This is an optimization exercise on Yosys and OpenROAD, whose aim is small area and a short achievable clock period, not a production implementation. Only simulation tests tie the RTL to the original design; equivalence was not proved. Power figures rest on the tool's default switching activity, not on a simulated workload.

`design/flow/run.sh`:
```
#!/bin/bash
# synth_recipe.tcl (not shown) runs the flow's synth.tcl, then flattens the netlist and writes it again
# the make line also repeats each setting of config.mk as NAME=value (left out here)
make -C /OpenROAD-flow-scripts/flow DESIGN_CONFIG=/design/flow/config.mk WORK_HOME=/design/flow/orfs CLKGATE_MAP_FILE= SYNTH_SCRIPT=/design/flow/synth_recipe.tcl finish
```
`design/flow/config.mk`:
```
export PLATFORM = sky130hd
export DESIGN_NAME = ddr2_frontend
export DESIGN_NICKNAME = ddr2_frontend
export VERILOG_FILES = /design/flow/design.v
export SDC_FILE = /design/flow/constraint.sdc
export NUM_CORES = 4
export LEC_CHECK = 0
export CAP_MARGIN = 20
export CORE_MARGIN = 2
export CORE_UTILIZATION = 65
export CTS_CLUSTER_DIAMETER = 80
export CTS_CLUSTER_SIZE = 24
export SETUP_SLACK_MARGIN = 1.55
export SLEW_MARGIN = 50
```
`design/flow/constraint.sdc`:
```
create_clock -name core_clock -period 3.8 [get_ports {CLK}]
set_input_delay 0.7600 -clock core_clock [delete_from_list [all_inputs] [get_ports {CLK}]]
set_output_delay 0.7600 -clock core_clock [all_outputs]
set_load 0.01 [all_outputs]
```
`design/flow/design.v`:
```
`timescale 1ns/1ps
package ddr2_frontend_pkg;
    localparam logic [2:0] NOP = 3'b000;
    localparam logic [2:0] SCR = 3'b001;
    localparam logic [2:0] SCW = 3'b010;
    localparam logic [2:0] BLR = 3'b011;
    localparam logic [2:0] BLW = 3'b100;
    localparam int WORD_W = 16;
    localparam int DEPTH_LOG2 = 6;
    localparam int COUNT_W = DEPTH_LOG2 + 1;
    localparam logic [COUNT_W-1:0] FILL_LIMIT = 7'd33;
endpackage
`timescale 1ns/1ps
import ddr2_frontend_pkg::*;
module ddr2_sync_fifo
#(
    parameter int WIDTH      = 16,
    parameter int DEPTH_LOG2 = 6
) (
    input  logic               CLK,
    input  logic               RESET,
    input  logic               put_i,
    input  logic               get_i,
    input  logic [WIDTH-1:0]   data_i,
    output logic [WIDTH-1:0]   data_o,
    output logic [COUNT_W-1:0] fillcount_o,
    output logic               full_bar_o,
    output logic               empty_bar_o,
    output logic               do_put_o,
    output logic               do_get_o
);
    localparam int DEPTH = 1 << DEPTH_LOG2;
    localparam int NLO   = 16;
    localparam int NHI   = DEPTH / NLO;
    logic [WIDTH-1:0]   mem [DEPTH];
    logic [NLO-1:0]     wr_lo, rd_lo;
    logic [NHI-1:0]     wr_hi, rd_hi;
    logic [COUNT_W-1:0] count;
    logic               full_bar_q;
    logic               empty_bar_q;
    logic               do_put;
    logic               do_get;
    logic               inc;
    logic               dec;
    assign do_put = put_i && full_bar_q;
    assign do_get = get_i && empty_bar_q;
    assign inc    = do_put && !do_get;
    assign dec    = do_get && !do_put;
    assign full_bar_o  = full_bar_q;
    assign empty_bar_o = empty_bar_q;
    assign fillcount_o = count;
    assign do_put_o    = do_put;
    assign do_get_o    = do_get;
    logic [DEPTH-1:0] wr_row;
    always_comb begin
        for (int i = 0; i < DEPTH; i++) begin
            wr_row[i] = wr_hi[i / NLO] && wr_lo[i % NLO];
        end
    end
    always_ff @(posedge CLK) begin
        for (int i = 0; i < DEPTH; i++) begin
            if (do_put && wr_row[i]) begin
                mem[i] <= data_i;
            end
        end
    end
    logic [WIDTH-1:0] grp [NHI];
    logic [WIDTH-1:0] rd_word;
    always_comb begin
        for (int g = 0; g < NHI; g++) begin
            grp[g] = '0;
            for (int k = 0; k < NLO; k++) begin
                grp[g] = grp[g] | (mem[g * NLO + k] & {WIDTH{rd_lo[k]}});
            end
        end
        rd_word = '0;
        for (int g = 0; g < NHI; g++) begin
            rd_word = rd_word | (grp[g] & {WIDTH{rd_hi[g]}});
        end
    end
    always_ff @(posedge CLK) begin
        if (RESET) begin
            data_o <= '0;
        end else if (do_get) begin
            data_o <= rd_word;
        end
    end
    always_ff @(posedge CLK) begin
        if (RESET) begin
            wr_lo       <= NLO'(1);
            wr_hi       <= NHI'(1);
            rd_lo       <= NLO'(1);
            rd_hi       <= NHI'(1);
            count       <= '0;
            full_bar_q  <= 1'b1;
            empty_bar_q <= 1'b0;
        end else begin
            if (do_put) begin
                wr_lo <= {wr_lo[NLO-2:0], wr_lo[NLO-1]};
                if (wr_lo[NLO-1]) wr_hi <= {wr_hi[NHI-2:0], wr_hi[NHI-1]};
            end
            if (do_get) begin
                rd_lo <= {rd_lo[NLO-2:0], rd_lo[NLO-1]};
                if (rd_lo[NLO-1]) rd_hi <= {rd_hi[NHI-2:0], rd_hi[NHI-1]};
            end
            if (inc) count <= count + 1'b1;
            if (dec) count <= count - 1'b1;
            if (inc) begin
                empty_bar_q <= 1'b1;
                full_bar_q  <= (count != COUNT_W'(DEPTH - 1));
            end
            if (dec) begin
                full_bar_q  <= 1'b1;
                empty_bar_q <= (count != COUNT_W'(1));
            end
        end
    end
endmodule
`timescale 1ns/1ps
import ddr2_frontend_pkg::*;
module ddr2_host_queues
#(
    parameter int CMD_W = 31
) (
    input  logic               CLK,
    input  logic               RESET,
    input  logic               cmd_put_i,
    input  logic [CMD_W-1:0]   cmd_entry_i,
    input  logic               put_data_i,
    input  logic [WORD_W-1:0]  din_i,
    output logic [COUNT_W-1:0] fillcount_o,
    output logic               notfull_o,
    input  logic               cmd_get_i,
    input  logic               data_get_i,
    output logic               cmd_valid_o,
    output logic [CMD_W-1:0]   cmd_entry_o,
    output logic               data_valid_o,
    output logic [WORD_W-1:0]  data_word_o
);
    logic cmd_accept;
    logic notfull_q;
    logic cmd_do_put, cmd_do_get;
    logic dat_do_put, dat_do_get;
    logic cmd_full_bar, data_full_bar;
    logic [COUNT_W-1:0] cmd_count;
    assign notfull_o  = notfull_q;
    assign cmd_accept = cmd_put_i && notfull_q;
    ddr2_sync_fifo #(
        .WIDTH      (CMD_W),
        .DEPTH_LOG2 (DEPTH_LOG2)
    ) u_cmd_fifo (
        .CLK         (CLK),
        .RESET       (RESET),
        .put_i       (cmd_accept),
        .get_i       (cmd_get_i),
        .data_i      (cmd_entry_i),
        .data_o      (cmd_entry_o),
        .fillcount_o (cmd_count),
        .full_bar_o  (cmd_full_bar),
        .empty_bar_o (cmd_valid_o),
        .do_put_o    (cmd_do_put),
        .do_get_o    (cmd_do_get)
    );
    ddr2_sync_fifo #(
        .WIDTH      (WORD_W),
        .DEPTH_LOG2 (DEPTH_LOG2)
    ) u_data_fifo (
        .CLK         (CLK),
        .RESET       (RESET),
        .put_i       (put_data_i),
        .get_i       (data_get_i),
        .data_i      (din_i),
        .data_o      (data_word_o),
        .fillcount_o (fillcount_o),
        .full_bar_o  (data_full_bar),
        .empty_bar_o (data_valid_o),
        .do_put_o    (dat_do_put),
        .do_get_o    (dat_do_get)
    );
    logic d_lt33_next;
    logic c_nf_next;
    always_comb begin
        case ({dat_do_put, dat_do_get})
            2'b10:   d_lt33_next = (fillcount_o < 7'd32);
            2'b01:   d_lt33_next = (fillcount_o < 7'd34);
            default: d_lt33_next = (fillcount_o < 7'd33);
        endcase
        case ({cmd_do_put, cmd_do_get})
            2'b10:   c_nf_next = (cmd_count != 7'd63) && (cmd_count != 7'd64);
            2'b01:   c_nf_next = 1'b1;
            default: c_nf_next = (cmd_count != 7'd64);
        endcase
    end
    always_ff @(posedge CLK) begin
        if (RESET) notfull_q <= 1'b1;
        else       notfull_q <= d_lt33_next && c_nf_next;
    end
endmodule
`timescale 1ns/1ps
import ddr2_frontend_pkg::*;
module ddr2_return_path
#(
    parameter int ADDR_WIDTH = 25
) (
    input  logic                  CLK,
    input  logic                  RESET,
    input  logic                  put_return_i,
    input  logic [ADDR_WIDTH-1:0] return_addr_i,
    input  logic [WORD_W-1:0]     return_data_i,
    input  logic                  fetching_i,
    output logic [WORD_W-1:0]     dout_o,
    output logic [ADDR_WIDTH-1:0] raddr_o,
    output logic                  validout_o,
    output logic                  notfull_o,
    output logic [COUNT_W-1:0]    fillcount_o
);
    localparam int ENTRY_W = ADDR_WIDTH + WORD_W;
    logic [ENTRY_W-1:0] head_bits;
    logic               empty_bar;
    logic               pop;
    ddr2_sync_fifo #(
        .WIDTH      (ENTRY_W),
        .DEPTH_LOG2 (DEPTH_LOG2)
    ) u_return_fifo (
        .CLK         (CLK),
        .RESET       (RESET),
        .put_i       (put_return_i),
        .get_i       (fetching_i),
        .data_i      ({return_addr_i, return_data_i}),
        .data_o      (head_bits),
        .fillcount_o (fillcount_o),
        .full_bar_o  (notfull_o),
        .empty_bar_o (empty_bar),
        .do_put_o    (),
        .do_get_o    (pop)
    );
    assign dout_o  = head_bits[WORD_W-1:0];
    assign raddr_o = head_bits[ENTRY_W-1:WORD_W];
    always_ff @(posedge CLK) begin
        if (RESET) validout_o <= 1'b0;
        else       validout_o <= pop;
    end
endmodule
`timescale 1ns/1ps
module ddr2_rank_select #(
    parameter int RANK_BITS = 1
) (
    input  logic                       init_ready_i,
    input  logic                       csbar_i,
    input  logic [RANK_BITS-1:0]       cur_rank_i,
    output logic [(1<<RANK_BITS)-1:0]  csbar_o
);
    localparam int NUM_RANKS = 1 << RANK_BITS;
    always_comb begin
        for (int r = 0; r < NUM_RANKS; r++) begin
            csbar_o[r] = csbar_i | (init_ready_i & (cur_rank_i != RANK_BITS'(r)));
        end
    end
endmodule
`timescale 1ns/1ps
import ddr2_frontend_pkg::*;
module ddr2_frontend
#(
    parameter int ADDR_WIDTH = 25,
    parameter int RANK_BITS  = 1
) (
    input  logic                       CLK,
    input  logic                       RESET,
    input  logic [2:0]                 cmd_i,
    input  logic [1:0]                 sz_i,
    input  logic [ADDR_WIDTH-1:0]      addr_i,
    input  logic [RANK_BITS-1:0]       rank_i,
    input  logic                       cmd_put_i,
    input  logic [15:0]                din_i,
    input  logic                       put_data_i,
    input  logic                       fetching_i,
    output logic [15:0]                dout_o,
    output logic [ADDR_WIDTH-1:0]      raddr_o,
    output logic [6:0]                 fillcount_o,
    output logic                       validout_o,
    output logic                       notfull_o,
    input  logic                       be_get_cmd_i,
    output logic                       be_cmd_valid_o,
    output logic [2:0]                 be_cmd_o,
    output logic [1:0]                 be_sz_o,
    output logic [ADDR_WIDTH-1:0]      be_addr_o,
    output logic [RANK_BITS-1:0]       be_rank_o,
    input  logic                       be_get_data_i,
    output logic                       be_data_valid_o,
    output logic [15:0]                be_data_o,
    input  logic                       be_put_return_i,
    input  logic [ADDR_WIDTH-1:0]      be_return_addr_i,
    input  logic [15:0]                be_return_data_i,
    output logic                       be_return_notfull_o,
    output logic [6:0]                 be_return_fillcount_o,
    input  logic                       init_ready_i,
    input  logic                       csbar_i,
    output logic [(1<<RANK_BITS)-1:0]  csbar_o
);
    localparam int CMD_W = ADDR_WIDTH + 3 + 2 + RANK_BITS;
    logic [CMD_W-1:0] host_cmd;
    logic [CMD_W-1:0] cmd_head;
    assign host_cmd = {addr_i, cmd_i, sz_i, rank_i};
    assign be_addr_o = cmd_head[CMD_W-1 -: ADDR_WIDTH];
    assign be_cmd_o  = cmd_head[RANK_BITS+2 +: 3];
    assign be_sz_o   = cmd_head[RANK_BITS +: 2];
    assign be_rank_o = cmd_head[RANK_BITS-1:0];
    ddr2_host_queues #(
        .CMD_W (CMD_W)
    ) u_host_queues (
        .CLK          (CLK),
        .RESET        (RESET),
        .cmd_put_i    (cmd_put_i),
        .cmd_entry_i  (host_cmd),
        .put_data_i   (put_data_i),
        .din_i        (din_i),
        .fillcount_o  (fillcount_o),
        .notfull_o    (notfull_o),
        .cmd_get_i    (be_get_cmd_i),
        .data_get_i   (be_get_data_i),
        .cmd_valid_o  (be_cmd_valid_o),
        .cmd_entry_o  (cmd_head),
        .data_valid_o (be_data_valid_o),
        .data_word_o  (be_data_o)
    );
    ddr2_return_path #(
        .ADDR_WIDTH (ADDR_WIDTH)
    ) u_return_path (
        .CLK           (CLK),
        .RESET         (RESET),
        .put_return_i  (be_put_return_i),
        .return_addr_i (be_return_addr_i),
        .return_data_i (be_return_data_i),
        .fetching_i    (fetching_i),
        .dout_o        (dout_o),
        .raddr_o       (raddr_o),
        .validout_o    (validout_o),
        .notfull_o     (be_return_notfull_o),
        .fillcount_o   (be_return_fillcount_o)
    );
    ddr2_rank_select #(
        .RANK_BITS (RANK_BITS)
    ) u_rank_select (
        .init_ready_i (init_ready_i),
        .csbar_i      (csbar_i),
        .cur_rank_i   (be_rank_o),
        .csbar_o      (csbar_o)
    );
endmodule
```
==> results of run 1 <==
==> layer usage <==
metal	GRT usage (%)	vias to the layer above	wire length [um]
met4	14.1	8	30200
met1	55.6	62715	236000
li1	-	48030	-
met2	57.0	8862	292000
met5	0	-	58
met3	6.02	1108	76400
==> area by class of cell <==
class / count / area, um2
fillers: 18075 / 80800
flip-flops and latches: 5869 / 174000
diodes: 9 / 22.5
clock buffers: 414 / 7790
multi-input cells: 4211 / 38900
inverters: 15 / 73.8
clock inverters: 17 / 198
well taps: 4305 / 5390
repair buffers: 1110 / 13800
==> metrics by stage <==
stage          std cells  power (mW)  instance area, um2  worst slack [ps]
2_1_floorplan      10863        74.2              211000              1260
3_3_place_gp       15124        76.9              220000               590
3_5_place_dp       15195        77.1              222000               526
4_1_cts            15830         110              237000              1280
5_1_grt            15943         112              241000              1190
6_report           15950         110              241000              1170
==> placed cells by master, fill, tap and decap left out, types with 9 or more instances in the layout <==
cell	Yosys	routed
a22oi_1	176	42
a221oi_2	0	460
edfxtp_1	5632	5632
nand3_1	15	14
buf_8	0	26
nor2_1	121	121
dfxtp_2	0	35
and3_4	0	57
a311oi_1	88	80
xnor2_1	9	9
clkbuf_1	392	121
dfxtp_1	237	67
buf_6	4	188
buf_2	294	72
a22o_1	1408	1386
ha_1	16	11
a221oi_4	0	89
a21oi_1	126	123
a22oi_2	0	134
buf_12	0	232
nand4_1	352	352
dfxtp_4	0	135
and3_1	195	57
buf_16	0	63
a22o_4	0	22
clkbuf_16	0	316
and3_2	0	82
diode_2	0	9
nand2_1	220	214
a221oi_1	1410	861
buf_4	14	484
==> kinds of logic after synthesis <==
| family | share of synthesized area (%) |
|---|---|
| xor gates and xnor gates | 0.0708 |
| buffers and inverters | 1.62 |
| muxes | 0.00952 |
| AOI/OAI and AO/OA | 13.1 |
| DFF | 82.7 |
| and+or+nand+nor | 2.39 |
| adders and majority gates | 0.0952 |
==> flip-flops by register name, indices dropped and copies added, names as in the netlist, 4 cells and up <==
register                            cells
u_host_queues.u_cmd_fifo.data_o        31
u_host_queues.u_cmd_fifo.rd_lo         16
u_host_queues.u_data_fifo.rd_hi         4
u_return_path.u_return_fifo.data_o     41
u_return_path.u_return_fifo.wr_lo      16
u_host_queues.u_cmd_fifo.wr_hi          4
u_host_queues.u_data_fifo.wr_lo        16
u_host_queues.u_cmd_fifo.count          7
u_host_queues.u_data_fifo.wr_hi         4
u_host_queues.u_data_fifo.mem        1024
u_return_path.u_return_fifo.mem      2624
u_return_path.u_return_fifo.rd_hi       4
u_host_queues.u_cmd_fifo.rd_hi          4
u_return_path.u_return_fifo.wr_hi       4
u_host_queues.u_data_fifo.data_o       16
u_host_queues.u_data_fifo.rd_lo        16
u_host_queues.u_data_fifo.count         7
u_return_path.u_return_fifo.rd_lo      16
u_host_queues.u_cmd_fifo.mem         1984
u_return_path.u_return_fifo.count       7
u_host_queues.u_cmd_fifo.wr_lo         16
==> cell usage after synthesis (2+ instances only) <==
cell / count
a211o_1: 6
a211oi_1: 3
a21o_1: 2
a21oi_1: 126
a221oi_1: 1410
a22o_1: 1408
a22oi_1: 176
a311oi_1: 88
a31oi_1: 2
and3_1: 195
buf_1: 64
buf_2: 294
buf_4: 14
buf_6: 4
clkbuf_1: 392
dfxtp_1: 237
edfxtp_1: 5632
ha_1: 16
inv_1: 14
mux2i_1: 2
nand2_1: 220
nand2b_1: 5
nand3_1: 15
nand4_1: 352
nand4b_1: 2
nor2_1: 121
nor2b_1: 2
nor3_1: 7
nor3b_1: 2
nor4_1: 3
o21ai_0: 7
o22ai_1: 2
o32a_1: 2
or2_2: 2
or3_1: 7
or4_1: 4
xnor2_1: 9
xor2_1: 8
==> worst max-delay path: cells and delay by family (launching register included) <==
kind	cells	cell delay (ps)
compound gates	4	1020
buf+inv	3	460
simple gates	1	610
flops	1	370
==> how the worst min path moves through the flow <==
stage	start	to	slack [ps]	depth (start not counted)
floorplan	u_host_queues.u_cmd_fifo.wr_lo[14]	u_host_queues.u_cmd_fifo.wr_lo[15]	470	2
finish	be_return_addr_i[13]	u_return_path.u_return_fifo.mem[35][29]	90	1
global placement	u_host_queues.u_cmd_fifo.rd_hi[1]	u_host_queues.u_cmd_fifo.rd_hi[1]	490	2
global route	be_return_addr_i[13]	u_return_path.u_return_fifo.mem[35][29]	70	1
CTS	be_return_addr_i[13]	u_return_path.u_return_fifo.mem[35][29]	30	1
detailed placement	u_host_queues.u_cmd_fifo.rd_hi[1]	u_host_queues.u_cmd_fifo.rd_hi[1]	490	2
==> where the power goes <==
| group | internal (mW) | switching [mW] | leakage [nW] |
|---|---|---|---|
| Combinational | 1.62 | 3.51 | 18.5 |
| Clock | 14.4 | 19.3 | 3.85 |
| Sequential | 71.0 | 0.297 | 52.7 |
==> what timing repair did <==
action / 4_1_cts / 5_1_grt
hold buffers: 0 / 0
pin swaps: 267 / 249
cloned: 30 / 24
setup endpoints to repair: 262 / 158
setup buffers: 174 / 67
gates resized for setup: 1455 / 320
==> run_results.csv, run 1 <==
group,metric,value,unit
run_status,status,"timing/DRC/antenna clean",
setup_path,worstSetupStartpointType,"register",
finish,syn2layout_area_growth,14.4,%
yosys,syn-mean-instance-area,19.4,um2
floorplanning,rows,208,
setup_path,endpoint_kind,"register",
route,drt_first_pass_iters,8,
yosys,ys.flop_type,"edfxtp_1",
timing,max_freq,380,MHz
floorplanning,dieHeight,573,um
power_and_ir_drop,leakagePower,75.0,nW
timing,hold_viol,0,
setup_path,reg2regPathDepth,8,
job,cap_violations,0,
global_routing,grtUsageTotal,37.4,%
placed_design,io_buffers,206,
yosys,yosysSeqAreaShare,82.7,%
setup_path,r2r_slack,1170,ps
yosys,synth_top_area_share,80.4,%
floorplanning,die_w,573,um
route,vias,120723,
timing,slew_violations,0,
timing,finalCritPeriodShare,69.3,%
worst_hold_path,hold_class,"primary input to register",
clocking,tritoncts,"yes",
global_routing,first_global_vias,111532,
global_routing,grt_pass1_wl,866,mm
setup_path,crit_chain,"buf_12, buf_12, buf_16, a22o_4, a221oi_4, nand4_1, a22oi_2, a311oi_1",
setup_path,cp_max_fo,5,
yosys,ys_ff_latch,5869,
setup_path,slowest_stage,"nand4_1",
route,routed_wl,635,mm
setup_path,cpMostUsedCell,"buf_12",
timing,relSlewSlack,44.1,%
timing,skew,43.0,ps
clocking,insertion_delay,960,ps
route,drt_first_iter_violations,20756,
placed_design,dp_hpwl,368,mm
yosys,netlist_top_cells_area,"edfxtp_1 (80%), a221oi_1 (5.9%), a22o_1 (5.9%), dfxtp_1 (2.3%), nand4_1 (1.0%)",
floorplanning,start_util,65.4,%
yosys,ys_warn_count,12,
global_routing,grt.overflow.total,0,
yosys,syn-num-nets,10977,
finish,drive_above_1_share,21.2,%
timing,worst_slew_pin_slew,837,ps
setup_path,required,4590,ps
yosys,yosys.area.top_type,"edfxtp_1",
route,antenna_left,0,
route,drc,0,
yosys,synthArstFlopShare,0,%
timing,setup_violations,0,
setup_path,worst_ep_arrival_time,3420,ps
setup_path,cpPeakStageDelay,610,ps
setup_path,crit_type,"register to register",
setup_path,cp-endpoint,"u_return_path.u_return_fifo.data_o[27]",
timing,min_period,2630,ps
clocking,cts_buffers,283,
finish,final_util,74.8,%
setup_path,timing.rr.start,"u_return_path.u_return_fifo.rd_lo[1]",
route,wl_per_cell,39.8,um
route,vias_per_cell,7.57,
timing,setup_tns,0,ps
yosys,synth.distinct_cells,46,
setup_path,r2r-end,"u_return_path.u_return_fifo.data_o[27]",
yosys,synth_edf_count,5632,
floorplanning,io_pins,207,
floorplanning,dieArea,0.328,mm2
clocking,cts_root_buffer,"clkbuf_16",
clocking,cts_sinks,5869,
timing,whs,91.4,ps
floorplanning,core_area,0.321,mm2
clocking,path_clk_slew,100,ps
clocking,clk_path_buf_depth,4,
yosys,netlist_instances,10863,
clocking,h-tree-depth,5,
timing,rsz0062_at_grt,"true",
power_and_ir_drop,peakVddDrop,0.000480,V
finish,final_nets,11604,
yosys,syn_area,0.210,mm2
power_and_ir_drop,powerDensity,458,mW/mm2
placed_design,place_congestion,0.909,
global_routing,grt_max_degree,103,
setup_path,crit_path_start,"u_return_path.u_return_fifo.rd_lo[1]",
global_routing,antenna_found_initial,20,
==> inputs of run 2 (changes only) <==
--- a/design/flow/design.v
+++ b/design/flow/design.v
@@ -32,3 +32,3 @@
     localparam int DEPTH = 1 << DEPTH_LOG2;
-    localparam int NLO   = 16;
+    localparam int NLO   = 8;
     localparam int NHI   = DEPTH / NLO;
==> design/flow/flow/run.sh (new file) <==
#!/bin/bash
set -euo pipefail
bash standard.sh \
  "BUFFER_PORTS_ARGS=-buffer_cell sky130_fd_sc_hd__buf_4" \
  "MATCH_CELL_FOOTPRINT=0" \
  finish > flow_make.log 2>&1
==> design/flow/standard.sh (new file) <==
#!/bin/bash
# synth_recipe.tcl (not shown) runs the flow's synth.tcl, then flattens the netlist and writes it again
# the make line also repeats each setting of config.mk as NAME=value (left out here)
make -C /OpenROAD-flow-scripts/flow DESIGN_CONFIG=/design/flow/config.mk WORK_HOME=/design/flow/orfs CLKGATE_MAP_FILE= SYNTH_SCRIPT=/design/flow/synth_recipe.tcl "${@:-finish}"
--- a/design/flow/config.mk
+++ b/design/flow/config.mk
@@ -13,2 +13,2 @@
 export SETUP_SLACK_MARGIN = 1.55
-export SLEW_MARGIN = 50
+export SLEW_MARGIN = 20
removed: design/flow/run.sh
==> run_results.csv, run 2 <==
group,metric,value,unit
timing,hold_viol,0,
yosys,syn-num-nets,11545,
floorplanning,die_w,573,um
timing,setup_violations,0,
finish,design_area,0.240,mm2
route,drt_first_iter_violations,25470,
placed_design,dp_hpwl,360,mm
finish,syn2layout_area_growth,14.2,%
clocking,holdBufCountCts,0,
setup_path,path_depth,6,
timing,setup_tns,0,ps
yosys,syn-mean-instance-area,18.4,um2
yosys,yosys.cell_count.top_type,"edfxtp_1",
yosys,ys_ff_latch,5845,
run_status,status,"timing/DRC/antenna clean",
setup_path,crit_type,"register to register",
yosys,netlist_top_cells_area,"edfxtp_1 (80%), a22oi_1 (11%), nand4_1 (2.3%), dfxtp_1 (2.0%), buf_2 (0.97%)",
timing,slew_violations,0,
setup_path,timing.rr.start,"u_return_path.u_return_fifo.rd_lo[3]",
route,met3WireLength,110,mm
floorplanning,core_area,0.322,mm2
setup_path,cp_max_fo,58,
finish,final_util,74.7,%
route,drt_first_pass_iters,9,
clocking,tritoncts,"yes",
yosys,synth_common_cells,"edfxtp_1 (5,632), a22oi_1 (2,984), nand4_1 (781)",
global_routing,grtUsageTotal,40.4,%
route,routed.top_layer,"met5",
yosys,netlist_instances,11431,
floorplanning,io_pins,207,
setup_path,cpPeakStageDelay,900,ps
setup_path,reg2regPathDepth,6,
timing,min_period,2720,ps
setup_path,worstSetupStartpointType,"register",
power_and_ir_drop,leakagePower,73.1,nW
finish,drive_above_1_share,19.5,%
timing,relSlewSlack,17.0,%
timing,finalCritPeriodShare,71.6,%
floorplanning,dieArea,0.328,mm2
clocking,cts_buffers,282,
placed_design,placed_cell_area,0.220,mm2
yosys,synth_edf_count,5632,
global_routing,grt.overflow.total,0,
clocking,clk_path_buf_depth,4,
job,cap_violations,0,
setup_path,endpoint_kind,"register",
route,vias,127774,
setup_path,crit_chain,"buf_12, a22oi_1, nand4_1, a222oi_1, and4_4, nor3_2",
setup_path,r2r-end,"u_return_path.u_return_fifo.data_o[27]",
yosys,yosysSeqAreaShare,82.4,%
timing,rsz0062_at_grt,"true",
worst_hold_path,hold_start,"put_data_i",
clocking,insertion_delay,970,ps
route,routed_wl,683,mm
worst_hold_path,hold_class,"primary input to register",
route,drc,0,
yosys,syn_area,0.210,mm2
clocking,cts_sinks,5845,
finish,final_nets,12421,
route,wl_met1,241,mm
global_routing,grt_pass1_wl,930,mm
global_routing,grt_max_degree,65,
route,wl_per_cell,40.7,um
yosys,synth_top_area_share,80.4,%
placed_design,io_buffers,206,
finish,final_common_cell,"edfxtp_1",
placed_design,place_congestion,0.898,
clocking,h-tree-depth,5,
timing,whs,208,ps
setup_path,cp-endpoint,"u_return_path.u_return_fifo.data_o[27]",
setup_path,r2r_slack,1080,ps
finish,final_cell_mix,"edfxtp_1 (5,632), a22oi_1 (2,630), nand4_1 (781)",
yosys,yosys.area.top_type,"edfxtp_1",
finish,fill_cells,18597,
global_routing,first_global_vias,119401,
power_and_ir_drop,peakVddDrop,0.000526,V
floorplanning,rows,208,
route,antenna_left,0,
yosys,ys.flop_type,"edfxtp_1",
clocking,path_clk_slew,100,ps
setup_path,required,4600,ps
yosys,ys_warn_count,12,
clocking,cts_root_buffer,"clkbuf_16",
finish,largest_reg_flops,2624,
setup_path,critical-path-top-delay-family,"compound AO/OA/AOI/OAI gates",
power_and_ir_drop,total_power,111,mW
setup_path,worst_ep_arrival_time,3520,ps
setup_path,timing.critical_path.buf_inv,1,
setup_path,slowest_stage,"a222oi_1",
floorplanning,dieHeight,573,um
timing,skew,41.1,ps
timing,worst_slew_pin_slew,1240,ps
finish,largest_register,"u_return_path.u_return_fifo.mem",
power_and_ir_drop,powerDensity,460,mW/mm2
finish,largestRegisters,"u_return_path.u_return_fifo.mem x2624, u_host_queues.u_cmd_fifo.mem x1984, u_host_queues.u_data_fifo.mem x1024",
timing,max_freq,368,MHz
route,wl_met2,300,mm
setup_path,crit_path_start,"u_return_path.u_return_fifo.rd_lo[3]",
route,vias_per_cell,7.62,
yosys,synth.distinct_cells,48,
yosys,synthArstFlopShare,0,%
global_routing,antenna_found_initial,42,
floorplanning,start_util,65.4,%
[run 2: where the power goes]
| group | leakage, nW | total [mW] | internal (mW) | switching, mW |
|---|---|---|---|---|
| sequential | 52.5 | 71.1 | 70.7 | 0.331 |
| combinational | 16.7 | 5.65 | 1.73 | 3.93 |
| clock | 3.86 | 33.9 | 14.5 | 19.4 |
| total | 73.1 | 111 | 87.0 | 23.6 |
[run 2: through the flow]
stage               std cells  setup WS, ps
floorplan               11431          1240
global placement        15719           715
detailed placement      15719           727
CTS                     16603          1210
global route            16760          1120
finish                  16775          1080
[run 2: cells by family (layout without fill, tap and decap cells)]
logic type | after synthesis | in the layout | share of synthesized area [%]
AOI/OAI and AO/OA | 3296 | 3296 | 11.7
xor gates and xnor gates | 17 | 17 | 0.0708
adders and majority gates | 16 | 16 | 0.0952
buffers and inverters | 836 | 1831 | 1.85
DFF | 5845 | 5845 | 82.4
muxes | 2 | 2 | 0.00952
other | 0 | 17 | 0
and+or+nand+nor | 1419 | 1446 | 3.90
[run 2: area by class of cell]
class	instances	area (um2)	area share, %
repair inverters	1	5.00	0.00208
flip-flops and latches	5845	174000	72.3
repair buffers	1364	16700	6.97
clock inverters	21	248	0.103
inverters	36	196	0.0818
diodes	17	42.5	0.0177
multi-input cells	4777	36100	15.0
clock buffers	409	7760	3.23
well taps	4305	5390	2.24
[run 2: what timing repair did]
action	in CTS	in global routing
hold endpoints to repair	0	0
setup buffers	363	133
endpoints found under the setup margin	3807	1251
gates cloned	91	22
pin swaps	280	288
gates resized for setup	698	348
[run 2: layer usage]
layer,track usage [%],vias to the layer above
met5,0.247,-
met4,15.6,40
met3,12.8,1546
met2,58.7,11207
met1,58.0,65103
li1,-,49878
[run 2: how the worst min path moves through the flow]
stage	to	slack, ps	cells past startpoint
final	u_host_queues.u_data_fifo.wr_lo[7]	210	4
after CTS	u_host_queues.u_cmd_fifo.rd_lo[4]	150	4
after global placement	u_host_queues.u_cmd_fifo.rd_hi[3]	450	2
after global routing	u_host_queues.u_data_fifo.wr_lo[7]	210	4
after floorplan	u_host_queues.u_data_fifo.wr_lo[7]	450	2
after detailed placement	u_host_queues.u_cmd_fifo.rd_hi[3]	450	2
[run 2: worst reg2reg max path: cells and delay by family (launching register included)]
family / cells / cell delay (ps)
AO/OA/AOI/OAI: 2 / 1190
buffers and inverters: 1 / 290
flip-flops: 1 / 490
AND/OR/NAND/NOR: 3 / 600
==> inputs of run 3 (changes only) <==
--- a/design/flow/design.v
+++ b/design/flow/design.v
@@ -32,7 +32,4 @@
     localparam int DEPTH = 1 << DEPTH_LOG2;
-    localparam int NLO   = 8;
-    localparam int NHI   = DEPTH / NLO;
     logic [WIDTH-1:0]   mem [DEPTH];
-    logic [NLO-1:0]     wr_lo, rd_lo;
-    logic [NHI-1:0]     wr_hi, rd_hi;
+    logic [DEPTH-1:0]   rd_row;
     logic [COUNT_W-1:0] count;
@@ -53,12 +50,7 @@
     assign do_get_o    = do_get;
-    logic [DEPTH-1:0] wr_row;
-    always_comb begin
-        for (int i = 0; i < DEPTH; i++) begin
-            wr_row[i] = wr_hi[i / NLO] && wr_lo[i % NLO];
-        end
-    end
     always_ff @(posedge CLK) begin
-        for (int i = 0; i < DEPTH; i++) begin
-            if (do_put && wr_row[i]) begin
-                mem[i] <= data_i;
+        if (do_put) begin
+            mem[0] <= data_i;
+            for (int i = 1; i < DEPTH; i++) begin
+                mem[i] <= mem[i - 1];
             end
@@ -66,14 +58,7 @@
     end
-    logic [WIDTH-1:0] grp [NHI];
     logic [WIDTH-1:0] rd_word;
     always_comb begin
-        for (int g = 0; g < NHI; g++) begin
-            grp[g] = '0;
-            for (int k = 0; k < NLO; k++) begin
-                grp[g] = grp[g] | (mem[g * NLO + k] & {WIDTH{rd_lo[k]}});
-            end
-        end
         rd_word = '0;
-        for (int g = 0; g < NHI; g++) begin
-            rd_word = rd_word | (grp[g] & {WIDTH{rd_hi[g]}});
+        for (int i = 0; i < DEPTH; i++) begin
+            rd_word = rd_word | (mem[i] & {WIDTH{rd_row[i]}});
         end
@@ -89,6 +74,3 @@
         if (RESET) begin
-            wr_lo       <= NLO'(1);
-            wr_hi       <= NHI'(1);
-            rd_lo       <= NLO'(1);
-            rd_hi       <= NHI'(1);
+            rd_row      <= DEPTH'(1) << (DEPTH - 1);
             count       <= '0;
@@ -97,13 +79,5 @@
         end else begin
-            if (do_put) begin
-                wr_lo <= {wr_lo[NLO-2:0], wr_lo[NLO-1]};
-                if (wr_lo[NLO-1]) wr_hi <= {wr_hi[NHI-2:0], wr_hi[NHI-1]};
-            end
-            if (do_get) begin
-                rd_lo <= {rd_lo[NLO-2:0], rd_lo[NLO-1]};
-                if (rd_lo[NLO-1]) rd_hi <= {rd_hi[NHI-2:0], rd_hi[NHI-1]};
-            end
-            if (inc) count <= count + 1'b1;
-            if (dec) count <= count - 1'b1;
             if (inc) begin
+                count       <= count + 1'b1;
+                rd_row      <= {rd_row[DEPTH-2:0], rd_row[DEPTH-1]};
                 empty_bar_q <= 1'b1;
@@ -112,2 +86,4 @@
             if (dec) begin
+                count       <= count - 1'b1;
+                rd_row      <= {rd_row[0], rd_row[DEPTH-1:1]};
                 full_bar_q  <= 1'b1;
==> design/flow/run.sh (new file) <==
#!/bin/bash
# synth_recipe.tcl (not shown) runs the flow's synth.tcl, then flattens the netlist and writes it again
# the make line also repeats each setting of config.mk as NAME=value (left out here)
make -C /OpenROAD-flow-scripts/flow DESIGN_CONFIG=/design/flow/config.mk WORK_HOME=/design/flow/orfs CLKGATE_MAP_FILE= SYNTH_SCRIPT=/design/flow/synth_recipe.tcl finish
--- a/design/flow/config.mk
+++ b/design/flow/config.mk
@@ -13,2 +13,2 @@
 export SETUP_SLACK_MARGIN = 1.55
-export SLEW_MARGIN = 20
+export SLEW_MARGIN = 50
removed: design/flow/flow/run.sh
removed: design/flow/standard.sh
==> run_results.csv, run 3 <==
group,metric,value,unit
yosys,syn_area,0.212,mm2
timing,relSlewSlack,44.1,%
yosys,yosys.area.top_type,"edfxtp_1",
power_and_ir_drop,seqPwrFrac,66.5,%
timing,finalCritPeriodShare,64.4,%
clocking,insertion_delay,980,ps
yosys,syn-mean-instance-area,18.3,um2
clocking,clk_path_buf_depth,4,
yosys,synthAdderAreaFrac,0.0943,%
finish,final_util,72.4,%
setup_path,worst_ep_arrival_time,1690,ps
finish,largest_register,"u_return_path.u_return_fifo.mem",
yosys,synthSimpleGateAreaFrac,3.40,%
yosys,synth_top_family_by_area,"compound AO/OA/AOI/OAI gates",
finish,largestRegisters,"u_return_path.u_return_fifo.mem x2624, u_host_queues.u_cmd_fifo.mem x1984, u_host_queues.u_data_fifo.mem x1024",
clocking,tritoncts,"yes",
floorplanning,dieHeight,575,um
setup_path,endpoint_kind,"primary output",
power_and_ir_drop,total_power,121,mW
finish,design_area,0.235,mm2
worst_hold_path,worst_hold_path.endpoint,"u_host_queues.u_cmd_fifo.full_bar_q",
timing,rsz0062_at_grt,"true",
yosys,muxShareOfSynthArea,0.940,%
global_routing,grt_pass1_wl,956,mm
worst_hold_path,hold_class,"primary input to register",
yosys,syn-num-nets,11689,
setup_path,worstSetupStartpointType,"register",
yosys,netlist_top_cells_area,"edfxtp_1 (80%), a22oi_1 (7.9%), dfxtp_1 (2.9%), nand4_1 (1.7%), mux2i_1 (0.92%)",
floorplanning,dieArea,0.331,mm2
run_status,status,"timing/DRC/antenna clean",
route,vias_per_cell,8.00,
yosys,yosysSeqAreaShare,82.6,%
yosys,ys_ff_latch,5941,
power_and_ir_drop,switching_share,22.5,%
setup_path,crit_type,"register to primary output",
finish,final_nets,12030,
worst_hold_path,whs_path_depth,2,
yosys,synth_top_area_share,79.7,%
global_routing,grt.overflow.total,0,
power_and_ir_drop,leakagePower,71.3,nW
setup_path,reg2regPathDepth,6,
power_and_ir_drop,p_comb_share,4.6,%
yosys,synth_xor_xnor_area_share,0.0619,%
power_and_ir_drop,p_switching,27.2,mW
clocking,cts_sinks,5941,
route,wl_per_cell,43.2,um
timing,slew_violations,0,
timing,whs,153,ps
finish,final_common_cell,"edfxtp_1",
floorplanning,rows,209,
yosys,ys_warn_count,9,
timing,max_freq,409,MHz
timing,setup_violations,0,
yosys,synth.distinct_cells,47,
timing,setup_tns,0,ps
timing,skew,36.7,ps
clocking,h-tree-depth,5,
clocking,cts_root_buffer,"clkbuf_16",
placed_design,place_congestion,0.915,
global_routing,antenna_found_initial,24,
global_routing,first_global_vias,121148,
power_and_ir_drop,powerDensity,515,mW/mm2
finish,syn2layout_area_growth,10.8,%
yosys,synth_compound_area_share,11.2,%
clocking,cts_buffers,286,
yosys,synth_common_cells,"edfxtp_1 (5,632), a22oi_1 (2,225), nand4_1 (584)",
route,routed_wl,711,mm
global_routing,grt_max_degree,150,
worst_hold_path,hold_start,"RESET",
yosys,netlist_instances,11575,
floorplanning,start_util,65.4,%
power_and_ir_drop,intPower,93.8,mW
yosys,synth_edf_count,5632,
setup_path,required,3040,ps
timing,worst_slew_pin_slew,838,ps
route,drt_first_pass_iters,9,
yosys,yosys.cell_count.top_type,"edfxtp_1",
finish,final_cell_mix,"edfxtp_1 (5,632), a22oi_1 (2,225), nand4_1 (584)",
route,drc,0,
clocking,path_clk_slew,90,ps
yosys,ys.flop_type,"edfxtp_1",
setup_path,timing.rr.start,"u_host_queues.u_cmd_fifo.rd_row[44]",
floorplanning,io_pins,207,
floorplanning,core_area,0.325,mm2
placed_design,dp_hpwl,435,mm
power_and_ir_drop,peakVddDrop,0.000435,V
finish,drive_above_1_share,11.5,%
global_routing,grtUsageTotal,41.9,%
placed_design,io_buffers,206,
power_and_ir_drop,clkPwrFrac,28.8,%
setup_path,r2r-end,"u_host_queues.u_cmd_fifo.data_o[23]",
route,antenna_left,0,
setup_path,cp_max_fo,3,
finish,largest_reg_flops,2624,
timing,hold_viol,0,
route,vias,131655,
yosys,synthArstFlopShare,0,%
route,drt_first_iter_violations,28580,
job,cap_violations,0,
placed_design,placed_cell_area,0.226,mm2
timing,min_period,2450,ps
floorplanning,die_w,575,um
setup_path,r2r_slack,1500,ps
## run 3: changes by cell type in the layout (fill, tap and decap cells not counted), moves of 93 or more
cell,change
a21oi_1,+207
a221oi_1,+205
a22o_1,+208
a22oi_1,-405
a22oi_2,-362
and3_4,-97
buf_4,-435
buf_6,-93
clkdlybuf4s50_1,+96
mux2i_1,+194
nand2_1,-185
nand4_1,-197
nor2_1,+293
## run 3: critical path, cell delays in order (launching register included)
cell and delay, ps:
dfxtp_4 410, inv_4 40, a21o_1 140, buf_2 130
## run 3: logic make-up after synthesis
kind of cell / count (synthesis)
multiplexers: 199
AND/OR/NAND/NOR: 1345
XOR/XNOR: 15
adder cells (fa/ha/maj): 16
AO/OA/AOI/OAI: 3218
buffers and inverters: 841
flip-flops: 5941
## run 3: area by class of cell
class / count / area, um2
flip-flops and latches: 5941 / 176000
clock inverters: 13 / 129
diodes: 25 / 62.6
inverters: 17 / 105
well taps: 4325 / 5410
clock buffers: 475 / 8070
multi-input cells: 4793 / 33500
repair buffers: 875 / 11700
repair inverters: 2 / 17.5
fillers: 19629 / 89500
## run 3: power by group through the flow
stage | clock (mW) | combinational (mW) | sequential (mW)
5_1_grt | 36.9 | 5.92 | 80.7
2_1_floorplan | 0 | 1.97 | 81.5
6_report | 34.9 | 5.63 | 80.5
4_1_cts | 34.9 | 5.29 | 80.3
3_3_place_gp | 0 | 4.80 | 81.7
3_5_place_dp | 0 | 5.25 | 81.6
## run 3: layer usage
layer  up-vias  wire length, um  global-route usage [%]  share of wire, %
met1     66335           243000                    60.5                34
met3      2336           126000                    13.3                18
met4        24            41700                    19.8               5.9
li1      48963                -                       -                 -
met2     13997           301000                    58.8                42
met5         -              194                       0             0.027
## run 3: timing repair
action                     4_1_cts  5_1_grt
pin swaps                        4        5
hold buffers                     0        0
gates resized for setup        705       43
buffers inserted                24       13
cloned                           0       12
setup endpoints to repair     1177      984
## run 3: worst max path at each step
stage	startpoint	depth (start not counted)	end
6_report	u_host_queues.u_cmd_fifo.data_o[0]	3	csbar_o[1]
5_1_grt	u_host_queues.u_cmd_fifo.data_o[0]	3	csbar_o[1]
4_1_cts	u_host_queues.u_data_fifo.count[0]	2	fillcount_o[0]
3_5_place_dp	cmd_put_i	8	u_host_queues.u_cmd_fifo.rd_row[35]
3_3_place_gp	cmd_put_i	8	u_host_queues.u_cmd_fifo.rd_row[62]
2_1_floorplan	be_put_return_i	6	u_return_path.u_return_fifo.full_bar_q
## run 3: metrics by stage
step                      setup WS, ps  std cells
after floorplan                 -37270      11575
after global placement             314      15694
after detailed placement           280      15898
after CTS                         1190      16410
after global routing              1340      16443
final                             1350      16466
==> inputs of run 4 (changes only) <==
--- a/design/flow/design.v
+++ b/design/flow/design.v
@@ -29,3 +29,4 @@
     output logic               do_put_o,
-    output logic               do_get_o
+    output logic               do_get_o,
+    output logic [WIDTH-1:0]   rd_word_o
 );
@@ -65,2 +66,3 @@
     end
+    assign rd_word_o = rd_word;
     always_ff @(posedge CLK) begin
@@ -113,3 +115,4 @@
     output logic               data_valid_o,
-    output logic [WORD_W-1:0]  data_word_o
+    output logic [WORD_W-1:0]  data_word_o,
+    output logic               cmd_rank_n_o
 );
@@ -121,2 +124,3 @@
     logic [COUNT_W-1:0] cmd_count;
+    logic [CMD_W-1:0]   cmd_rd_word;
     assign notfull_o  = notfull_q;
@@ -137,4 +141,9 @@
         .do_put_o    (cmd_do_put),
-        .do_get_o    (cmd_do_get)
+        .do_get_o    (cmd_do_get),
+        .rd_word_o   (cmd_rd_word)
     );
+    always_ff @(posedge CLK) begin
+        if (RESET)           cmd_rank_n_o <= 1'b1;
+        else if (cmd_do_get) cmd_rank_n_o <= !cmd_rd_word[0];
+    end
     ddr2_sync_fifo #(
@@ -153,3 +162,4 @@
         .do_put_o    (dat_do_put),
-        .do_get_o    (dat_do_get)
+        .do_get_o    (dat_do_get),
+        .rd_word_o   ()
     );
@@ -210,3 +220,4 @@
         .do_put_o    (),
-        .do_get_o    (pop)
+        .do_get_o    (pop),
+        .rd_word_o   ()
     );
@@ -226,2 +237,3 @@
     input  logic [RANK_BITS-1:0]       cur_rank_i,
+    input  logic                       cur_rank_n_i,
     output logic [(1<<RANK_BITS)-1:0]  csbar_o
@@ -229,7 +241,4 @@
     localparam int NUM_RANKS = 1 << RANK_BITS;
-    always_comb begin
-        for (int r = 0; r < NUM_RANKS; r++) begin
-            csbar_o[r] = csbar_i | (init_ready_i & (cur_rank_i != RANK_BITS'(r)));
-        end
-    end
+    assign csbar_o[0] = csbar_i | (init_ready_i & cur_rank_i[0]);
+    assign csbar_o[1] = csbar_i | (init_ready_i & cur_rank_n_i);
 endmodule
@@ -278,2 +287,3 @@
     logic [CMD_W-1:0] cmd_head;
+    logic             cmd_rank_n;
     assign host_cmd = {addr_i, cmd_i, sz_i, rank_i};
@@ -299,3 +309,4 @@
         .data_valid_o (be_data_valid_o),
-        .data_word_o  (be_data_o)
+        .data_word_o  (be_data_o),
+        .cmd_rank_n_o (cmd_rank_n)
     );
@@ -322,2 +333,3 @@
         .cur_rank_i   (be_rank_o),
+        .cur_rank_n_i (cmd_rank_n),
         .csbar_o      (csbar_o)
--- a/design/flow/config.mk
+++ b/design/flow/config.mk
@@ -9,3 +9,3 @@
 export CORE_MARGIN = 2
-export CORE_UTILIZATION = 65
+export CORE_UTILIZATION = 70
 export CTS_CLUSTER_DIAMETER = 80
@@ -13,2 +13,2 @@
 export SETUP_SLACK_MARGIN = 1.55
-export SLEW_MARGIN = 50
+export SLEW_MARGIN = 20
==> run_results.csv, run 4 <==
group,metric,value,unit
timing,slew_violations,0,
finish,largest_register,"u_return_path.u_return_fifo.mem",
power_and_ir_drop,powerDensity,522,mW/mm2
route,drt_first_pass_iters,9,
clocking,cts_buffers,286,
setup_path,r2r_slack,1430,ps
yosys,synth_top_family_by_area,"compound AO/OA/AOI/OAI gates",
yosys,synth.distinct_cells,51,
clocking,tritoncts,"yes",
global_routing,antenna_found_initial,46,
timing,max_freq,411,MHz
finish,design_area,0.232,mm2
finish,largest_reg_flops,2624,
yosys,synth_xor_xnor_area_share,0.0660,%
yosys,yosysSeqAreaShare,82.5,%
placed_design,dp_hpwl,376,mm
global_routing,grt_pass1_wl,960,mm
timing,setup_violations,0,
yosys,synthAdderAreaFrac,0.0942,%
yosys,ys_warn_count,8,
worst_hold_path,worst_hold_path.endpoint,"u_return_path.u_return_fifo.mem[0][0]",
yosys,netlist_instances,11580,
setup_path,r2r-end,"u_host_queues.u_data_fifo.data_o[2]",
clocking,h-tree-depth,5,
route,drc,0,
route,vias_per_cell,8.33,
job,cap_violations,0,
yosys,synth_edf_count,5632,
setup_path,reg2regPathDepth,6,
setup_path,cp_max_fo,3,
yosys,ys_ff_latch,5942,
timing,finalCritPeriodShare,64.0,%
setup_path,required,3040,ps
yosys,synth_top_area_share,79.6,%
global_routing,first_global_vias,121344,
finish,largestRegisters,"u_return_path.u_return_fifo.mem x2624, u_host_queues.u_cmd_fifo.mem x1984, u_host_queues.u_data_fifo.mem x1024",
setup_path,worst_ep_arrival_time,1670,ps
setup_path,worstSetupStartpointType,"register",
yosys,muxShareOfSynthArea,0.929,%
clocking,cts_root_buffer,"clkbuf_16",
yosys,yosys.area.top_type,"edfxtp_1",
setup_path,endpoint_kind,"primary output",
placed_design,io_buffers,206,
setup_path,timing.rr.start,"u_host_queues.u_data_fifo.rd_row[55]",
placed_design,placed_cell_area,0.220,mm2
worst_hold_path,hold_start,"be_return_data_i[0]",
finish,instances_no_fill,16103,
clocking,path_clk_slew,90,ps
yosys,syn-mean-instance-area,18.3,um2
yosys,syn_area,0.212,mm2
yosys,netlist_top_cells_area,"edfxtp_1 (80%), a22oi_1 (7.8%), dfxtp_1 (2.9%), nand4_1 (1.7%), mux2i_1 (0.92%)",
route,routed_wl,731,mm
clocking,cts_sinks,5942,
yosys,synth_compound_area_share,11.1,%
yosys,syn-num-nets,11694,
global_routing,grtUsageTotal,45.7,%
power_and_ir_drop,peakVddDrop,0.000411,V
floorplanning,core_area,0.302,mm2
floorplanning,dieArea,0.308,mm2
finish,final_common_cell,"edfxtp_1",
timing,skew,39.4,ps
yosys,synthArstFlopShare,0,%
setup_path,crit_type,"register to primary output",
yosys,yosys.cell_count.top_type,"edfxtp_1",
run_status,status,"timing/DRC/antenna clean",
finish,final_nets,11930,
finish,drive_above_1_share,10.6,%
yosys,synthSimpleGateAreaFrac,3.56,%
worst_hold_path,hold_class,"primary input to register",
route,vias,134191,
timing,whs,335,ps
timing,relSlewSlack,8.46,%
clocking,insertion_delay,980,ps
yosys,ys.flop_type,"edfxtp_1",
floorplanning,dieHeight,555,um
placed_design,numPlacedInstances,15337,
timing,rsz0062_at_grt,"true",
route,wl_per_cell,45.4,um
global_routing,grt_max_degree,191,
placed_design,place_congestion,0.945,
floorplanning,rows,202,
finish,syn2layout_area_growth,9.31,%
floorplanning,io_pins,207,
route,antenna_left,0,
finish,final_cell_mix,"edfxtp_1 (5,632), a22oi_1 (2,212), nand4_1 (580)",
global_routing,grt.overflow.total,0,
yosys,synth_common_cells,"edfxtp_1 (5,632), a22oi_1 (2,212), nand4_1 (580)",
timing,worst_slew_pin_slew,1370,ps
finish,fill_cells,16737,
floorplanning,die_w,555,um
timing,hold_viol,0,
timing,min_period,2430,ps
timing,setup_tns,0,ps
clocking,clk_path_buf_depth,4,
power_and_ir_drop,leakagePower,70.3,nW
worst_hold_path,whs_path_depth,1,
floorplanning,start_util,70.3,%
route,drt_first_iter_violations,31699,
finish,final_util,76.8,%
## run 4: changes by cell type in the layout (fill, tap and decap cells not counted), sizes merged, moves of 4 or more
| cell | change |
|---|---|
| a22o | +6 |
| a21oi | -87 |
| nand2b | +4 |
| o21ai | -86 |
| a211oi | +87 |
| buf | -97 |
| nor2 | +89 |
| a221oi | +4 |
| diode | +74 |
| a22oi | -13 |
| nand2 | +4 |
| inv | -5 |
| nand4 | -4 |
## run 4: power by group
| part | total, mW | leakage (nW) | switching, mW | internal (mW) |
|---|---|---|---|---|
| Sequential | 80.7 | 53.5 | 3.24 | 77.5 |
| Combinational | 5.40 | 12.8 | 3.97 | 1.43 |
| Clock | 35.2 | 4.00 | 20.1 | 15.0 |
| Total | 121 | 70.3 | 27.3 | 93.9 |
## run 4: worst max-delay path, cell delays in order (launching register included)
cell	delay, ps
dfxtp_4	400
a21o_1	170
buf_2	130
## run 4: worst max-delay path by stage
| stage | slack [ps] | endpoint | from |
|---|---|---|---|
| global placement | 410 | u_host_queues.u_cmd_fifo.count[5] | cmd_put_i |
| CTS | 1330 | csbar_o[1] | u_host_queues.cmd_rank_n_o |
| global route | 1360 | csbar_o[0] | u_host_queues.u_cmd_fifo.data_o[0] |
| floorplan | -37270 | u_return_path.u_return_fifo.full_bar_q | be_put_return_i |
| detailed placement | 410 | u_host_queues.notfull_q | be_get_data_i |
| finish | 1370 | csbar_o[0] | u_host_queues.u_cmd_fifo.data_o[0] |
## run 4: kinds of logic after synthesis
kind of cell	Yosys count
flip-flops	5942
AO/OA/AOI/OAI	3132
AND/OR/NAND/NOR	1437
buffers and inverters	840
multiplexers	197
XOR/XNOR	16
adder cells (fa/ha/maj)	16
## run 4: layer usage
| layer | part of all wire [%] | up-vias | routed length (um) | global-route usage (%) |
|---|---|---|---|---|
| met5 | 0.049 | - | 362 | 0 |
| met4 | 7.0 | 37 | 51300 | 25.3 |
| met3 | 20 | 3249 | 148000 | 18.9 |
| met2 | 41 | 16200 | 301000 | 62.1 |
| met1 | 32 | 65809 | 231000 | 63.4 |
| li1 | - | 48896 | - | - |
## run 4: layout make-up
| type | instances | area, um2 | share of cell area [%] |
|---|---|---|---|
| sequential | 5942 | 176000 | 75.8 |
| clock inverter | 12 | 108 | 0.0463 |
| clock buffer | 486 | 8250 | 3.55 |
| timing repair buffer | 773 | 8930 | 3.84 |
| antenna | 99 | 248 | 0.107 |
| multi-input combinational | 4798 | 33500 | 14.4 |
| tap | 3978 | 4980 | 2.14 |
| inverter | 15 | 76.3 | 0.0329 |
## run 4: per-stage QoR
step | power (mW) | worst slack, ps
5_1_grt | 123 | 1360
3_3_place_gp | 86.4 | 408
4_1_cts | 121 | 1330
6_report | 121 | 1370
2_1_floorplan | 83.6 | -37270
3_5_place_dp | 86.7 | 406
## run 4: what timing repair did
action,CTS,global route
gates resized for setup,698,32
hold buffers,0,0
hold endpoints to repair,0,0
gates cloned,3,4
setup buffers,90,72
setup endpoints to repair,1154,809
pin swaps,0,3

re-timing with driven ports:
Ports are ideal in the flow. The routed layouts listed here were re-timed in OpenROAD. Step 1: set_driving_cell puts a clkbuf_16 on CLK and a buf_2 on each other input, an assumption about the parent block. Step 2 also shifts input and output timing later by t, the mid clock arrival at the registers, as if the neighbouring blocks saw the same clock. Slacks: no drivers / after step 1 / after step 2; pairs: no drivers / after step 1.
| run | t, ns | slack for setup (ns) | worst data-port slew with drivers (ns) |
|---|---|---|---|
| run 1 | 1.048 | 1.168 / 1.168 / 0.733 | 0.18 |
| run 2 | 1.035 | 1.080 / 1.080 / 0.615 | 0.40 |
| run 3 | 1.078 | 1.354 / 1.235 / 0.538 | 0.17 |
| run 4 | 1.063 | 1.367 / 1.265 / 0.671 | 0.08 |
After both steps every run listed still meets setup and hold. For run 3, which loses most, drivers alone change the setup slack by -0.119 ns; drivers and shift together by -0.816 ns.
